Background: an optimization exercise with open tools, aiming at small area, a short achievable clock period and few clock cycles per item. Do not read the settings as production practice. In this exercise RTL edits were held to simulation tests only and were not proved equivalent to the original. Power figures rest on the tool's default switching activity, not on a simulated workload.

==> flow/design.v (excerpt) <==
module hash_search (
    input  logic                                  clk,
    input  logic                                  reset,
    input  logic                                  load_valid,
    input  logic [hash_search_pkg::pattern_w-1:0] load_data,
    input  logic                                  query_start,
    input  logic [hash_search_pkg::pattern_w-1:0] query_data,
    output logic                                  busy,
    output logic                                  done,
    output logic [1:0]                            match_count,
    output logic [hash_search_pkg::pattern_w-1:0] match0,
    output logic [hash_search_pkg::pattern_w-1:0] match1,
    output logic [hash_search_pkg::pattern_w-1:0] match2,
    output logic [3:0]                            dist0,
    output logic [3:0]                            dist1,
    output logic [3:0]                            dist2
);
==> flow/config.mk <==
export PLATFORM = sky130hd
export DESIGN_NAME = hash_search
export DESIGN_NICKNAME = hash_search
export VERILOG_FILES = /design/flow/design.v
export SDC_FILE = /design/flow/constraint.sdc
export NUM_CORES = 4
export LEC_CHECK = 0
export ABC_AREA = 1
export CAP_MARGIN = 20
export CELL_PAD_IN_SITES_DETAIL_PLACEMENT = 0
export CELL_PAD_IN_SITES_GLOBAL_PLACEMENT = 1
export CORE_MARGIN = 2
export CORE_UTILIZATION = 50
export CTS_BUF_LIST = sky130_fd_sc_hd__clkbuf_4 sky130_fd_sc_hd__clkbuf_8
export PLACE_DENSITY = 0.7
export SETUP_SLACK_MARGIN = 5
export SLEW_MARGIN = 20
==> flow/constraint.sdc <==
create_clock -name core_clock -period 10.0 [get_ports {clk}]
set_input_delay 2.0000 -clock core_clock [delete_from_list [all_inputs] [get_ports {clk}]]
set_output_delay 2.0000 -clock core_clock [all_outputs]
set_load 0.01 [all_outputs]
run.sh (not shown) runs the stock make flow with config.mk's settings and CLKGATE_MAP_FILE= SYNTH_SCRIPT=/design/flow/synth_recipe.tcl, a recipe that flattens the netlist after the stock synthesis.
Testbench counts at the start, summed over its fixed seeds: cycles 8,795, queries 2,400.
Edit:
==> flow/config.mk (replaced) <==
export PLATFORM = sky130hd
export DESIGN_NAME = hash_search
export DESIGN_NICKNAME = hash_search
export VERILOG_FILES = /design/flow/design.v
export SDC_FILE = /design/flow/constraint.sdc
export NUM_CORES = 4
export LEC_CHECK = 0
export CAP_MARGIN = 20
export CELL_PAD_IN_SITES_DETAIL_PLACEMENT = 1
export CELL_PAD_IN_SITES_GLOBAL_PLACEMENT = 2
export CORE_MARGIN = 2
export CORE_UTILIZATION = 55
export CTS_BUF_LIST = sky130_fd_sc_hd__clkbuf_4 sky130_fd_sc_hd__clkbuf_8
export PLACE_DENSITY = 0.66
export SETUP_SLACK_MARGIN = 5
export SLEW_MARGIN = 20
What happened:
- area after synthesis is about the same
- first-iteration DRC count increases by 41%
- final area increases by 3.1%
- sequential power barely changes
- combinational power increases by 36%
- via count increases by 5.6%
Edit:
--- a/flow/config.mk
+++ b/flow/config.mk
@@ -7,9 +7,10 @@
 export LEC_CHECK = 0
+export ABC_AREA = 1
 export CAP_MARGIN = 20
-export CELL_PAD_IN_SITES_DETAIL_PLACEMENT = 1
-export CELL_PAD_IN_SITES_GLOBAL_PLACEMENT = 2
+export CELL_PAD_IN_SITES_DETAIL_PLACEMENT = 0
+export CELL_PAD_IN_SITES_GLOBAL_PLACEMENT = 1
 export CORE_MARGIN = 2
-export CORE_UTILIZATION = 55
+export CORE_UTILIZATION = 45
 export CTS_BUF_LIST = sky130_fd_sc_hd__clkbuf_4 sky130_fd_sc_hd__clkbuf_8
-export PLACE_DENSITY = 0.66
+export PLACE_DENSITY = 0.7
 export SETUP_SLACK_MARGIN = 5
Total power shrinks by 12%.
Clock-buffer cell count rises by 49.
Area after synthesis barely changes.
Die area went up by 22%.
Sequential power is about the same.
Core utilization came out lower by 13 points.
First-iteration DRC count is lower by 24%.
Via count drops by 4.4%.
Edit:
--- a/flow/config.mk
+++ b/flow/config.mk
@@ -7,3 +7,2 @@
 export LEC_CHECK = 0
-export ABC_AREA = 1
 export CAP_MARGIN = 20
@@ -12,3 +11,3 @@
 export CORE_MARGIN = 2
-export CORE_UTILIZATION = 45
+export CORE_UTILIZATION = 50
 export CTS_BUF_LIST = sky130_fd_sc_hd__clkbuf_4 sky130_fd_sc_hd__clkbuf_8
Total power grows by about 10%.
Area after synthesis barely changes.
Die area goes down by about 10%.
First-iteration DRC count is higher by 22%.
Wire length grows by about 3.3%.
Clock skew falls by 40 ps.

hash_search, a different RTL version from the one above (not shown whole).
Size in the first run: roughly 60 I/O pins, about 110000 µm² of cells after synthesis.
==> flow/config.mk <==
export PLATFORM = sky130hd
export DESIGN_NAME = hash_search
export DESIGN_NICKNAME = hash_search
export VERILOG_FILES = /design/flow/design.v
export SDC_FILE = /design/flow/constraint.sdc
export NUM_CORES = 4
export LEC_CHECK = 0
export CAP_MARGIN = 20
export CELL_PAD_IN_SITES_DETAIL_PLACEMENT = 1
export CELL_PAD_IN_SITES_GLOBAL_PLACEMENT = 2
export CORE_MARGIN = 2
export CORE_UTILIZATION = 65
export PLACE_DENSITY = 0.75
export SETUP_SLACK_MARGIN = 5
export SLEW_MARGIN = 20
==> flow/constraint.sdc <==
create_clock -name core_clock -period 10.0 [get_ports {clk}]
set_input_delay 2.0000 -clock core_clock [delete_from_list [all_inputs] [get_ports {clk}]]
set_output_delay 2.0000 -clock core_clock [all_outputs]
set_load 0.01 [all_outputs]
The baseline ended with an error in global routing (5_1_grt).
Testbench counts at the start, summed over its fixed seeds: cycles 8,795, queries 2,400.
Edit:
Settings changed: CORE_UTILIZATION 65 to 50, PLACE_DENSITY 0.75 to 0.62.
What happened: This time the run completed with no timing, DRC or antenna violations; synthesized area stays the same; synthesized cell count does not change.

== run 1 ==
hash_search with an RTL version that a note above also has.
Size in the first run: roughly 8,200 cells after synthesis, ~110,000 µm² of cells after synthesis.
==> flow/design.v (excerpt) <==
module hash_search (
    input  logic                                  clk,
    input  logic                                  reset,
    input  logic                                  load_valid,
    input  logic [hash_search_pkg::pattern_w-1:0] load_data,
    input  logic                                  query_start,
    input  logic [hash_search_pkg::pattern_w-1:0] query_data,
    output logic                                  busy,
    output logic                                  done,
    output logic [1:0]                            match_count,
    output logic [hash_search_pkg::pattern_w-1:0] match0,
    output logic [hash_search_pkg::pattern_w-1:0] match1,
    output logic [hash_search_pkg::pattern_w-1:0] match2,
    output logic [3:0]                            dist0,
    output logic [3:0]                            dist1,
    output logic [3:0]                            dist2
);
Settings: LEC_CHECK=0, CAP_MARGIN=20, CELL_PAD_IN_SITES_DETAIL_PLACEMENT=1, CELL_PAD_IN_SITES_GLOBAL_PLACEMENT=2, CORE_MARGIN=2, CORE_UTILIZATION=50, PLACE_DENSITY=0.62, SETUP_SLACK_MARGIN=5, SLEW_MARGIN=20; clock period 10.0 ns.
Testbench counts of run 1, summed over its fixed seeds: cycles 8,795, queries 2,400.
Relative to run 1, the following input files were edited for run 2:
-- flow/config.mk --
<<< run 1, line 11
export CORE_MARGIN = 2
export CORE_UTILIZATION = 50
export PLACE_DENSITY = 0.62
export SETUP_SLACK_MARGIN = 5
>>> run 2, line 11
export CORE_MARGIN = 2
export CORE_UTILIZATION = 50
export CTS_BUF_LIST = sky130_fd_sc_hd__clkbuf_4 sky130_fd_sc_hd__clkbuf_8
export PLACE_DENSITY = 0.62
export SETUP_SLACK_MARGIN = 5
## What came out
- The number of buffers created by CTS reported for run 2 is greater than that of run 1 by 162.
- Summary of run 2 over run 1: cell area after layout shrank by 0.39%, clock network contribution to total cell area closely matched the old numbers, maximum frequency decreased about 0.9%.
- Re total power: run 1 was higher than run 2.
Edits applied to the flow inputs when going from run 2 to run 3:
-- flow/config.mk --
<<< run 2, line 6
export NUM_CORES = 4
export LEC_CHECK = 0
export CAP_MARGIN = 20
export CELL_PAD_IN_SITES_DETAIL_PLACEMENT = 1
>>> run 3, line 6
export NUM_CORES = 4
export LEC_CHECK = 0
export ABC_AREA = 1
export CAP_MARGIN = 20
export CELL_PAD_IN_SITES_DETAIL_PLACEMENT = 1
--- outcome ---
Run 3 against run 2: design area moved down; final core utilization -2.1 points; setup slack after placement moved down; flip-flop and latch power level.
Cell type of the slowest stage on the worst timing path = dfxtp_2: run 2; cell type of the slowest stage on the worst timing path = nand2_1: run 3
On die area, run 2 tracks run 3 almost exactly.
Largest power group: sequential cells -> run 3, combinational logic -> run 2

what the ideal ports hide:
In the flow no input, the clock included, has a driving cell. The finished layouts below were timed again as built, in two steps.
Step 1, drivers: a clkbuf_16 drives clk and a buf_2 each remaining input, both assumed.
Step 2, shift: input delay + t, output delay - t, t = (earliest + latest rising clock arrival at the registers) / 2. This alone moves slack from input paths to output paths.
a / b / c = ideal ports / drivers / drivers and shift; a / b = the first two.
run	shift t [ns]	slack for setup (ns)	worst setup path after step 2
the first run of note 1	1.143	5.069 / 5.072 / 3.968	input to register
the second run of note 1	1.157	4.784 / 4.784 / 3.705	input to register
the third run of note 1	1.118	4.974 / 5.028 / 3.910	input to register
the fourth run of note 1	1.129	4.841 / 4.841 / 3.904	input to register
the second run of note 2	0.960	4.703 / 4.703 / 4.004	input to register
run 1	0.980	4.907 / 4.890 / 3.911	input to register
run 2	1.200	4.861 / 4.861 / 3.790	input to register
run 3	1.169	4.997 / 5.052 / 3.883	input to register
After both steps setup and hold are still met in every run listed. The setup slack of run 3, which loses most, moves by +0.055 ns with the drivers and by -1.114 ns with both steps.
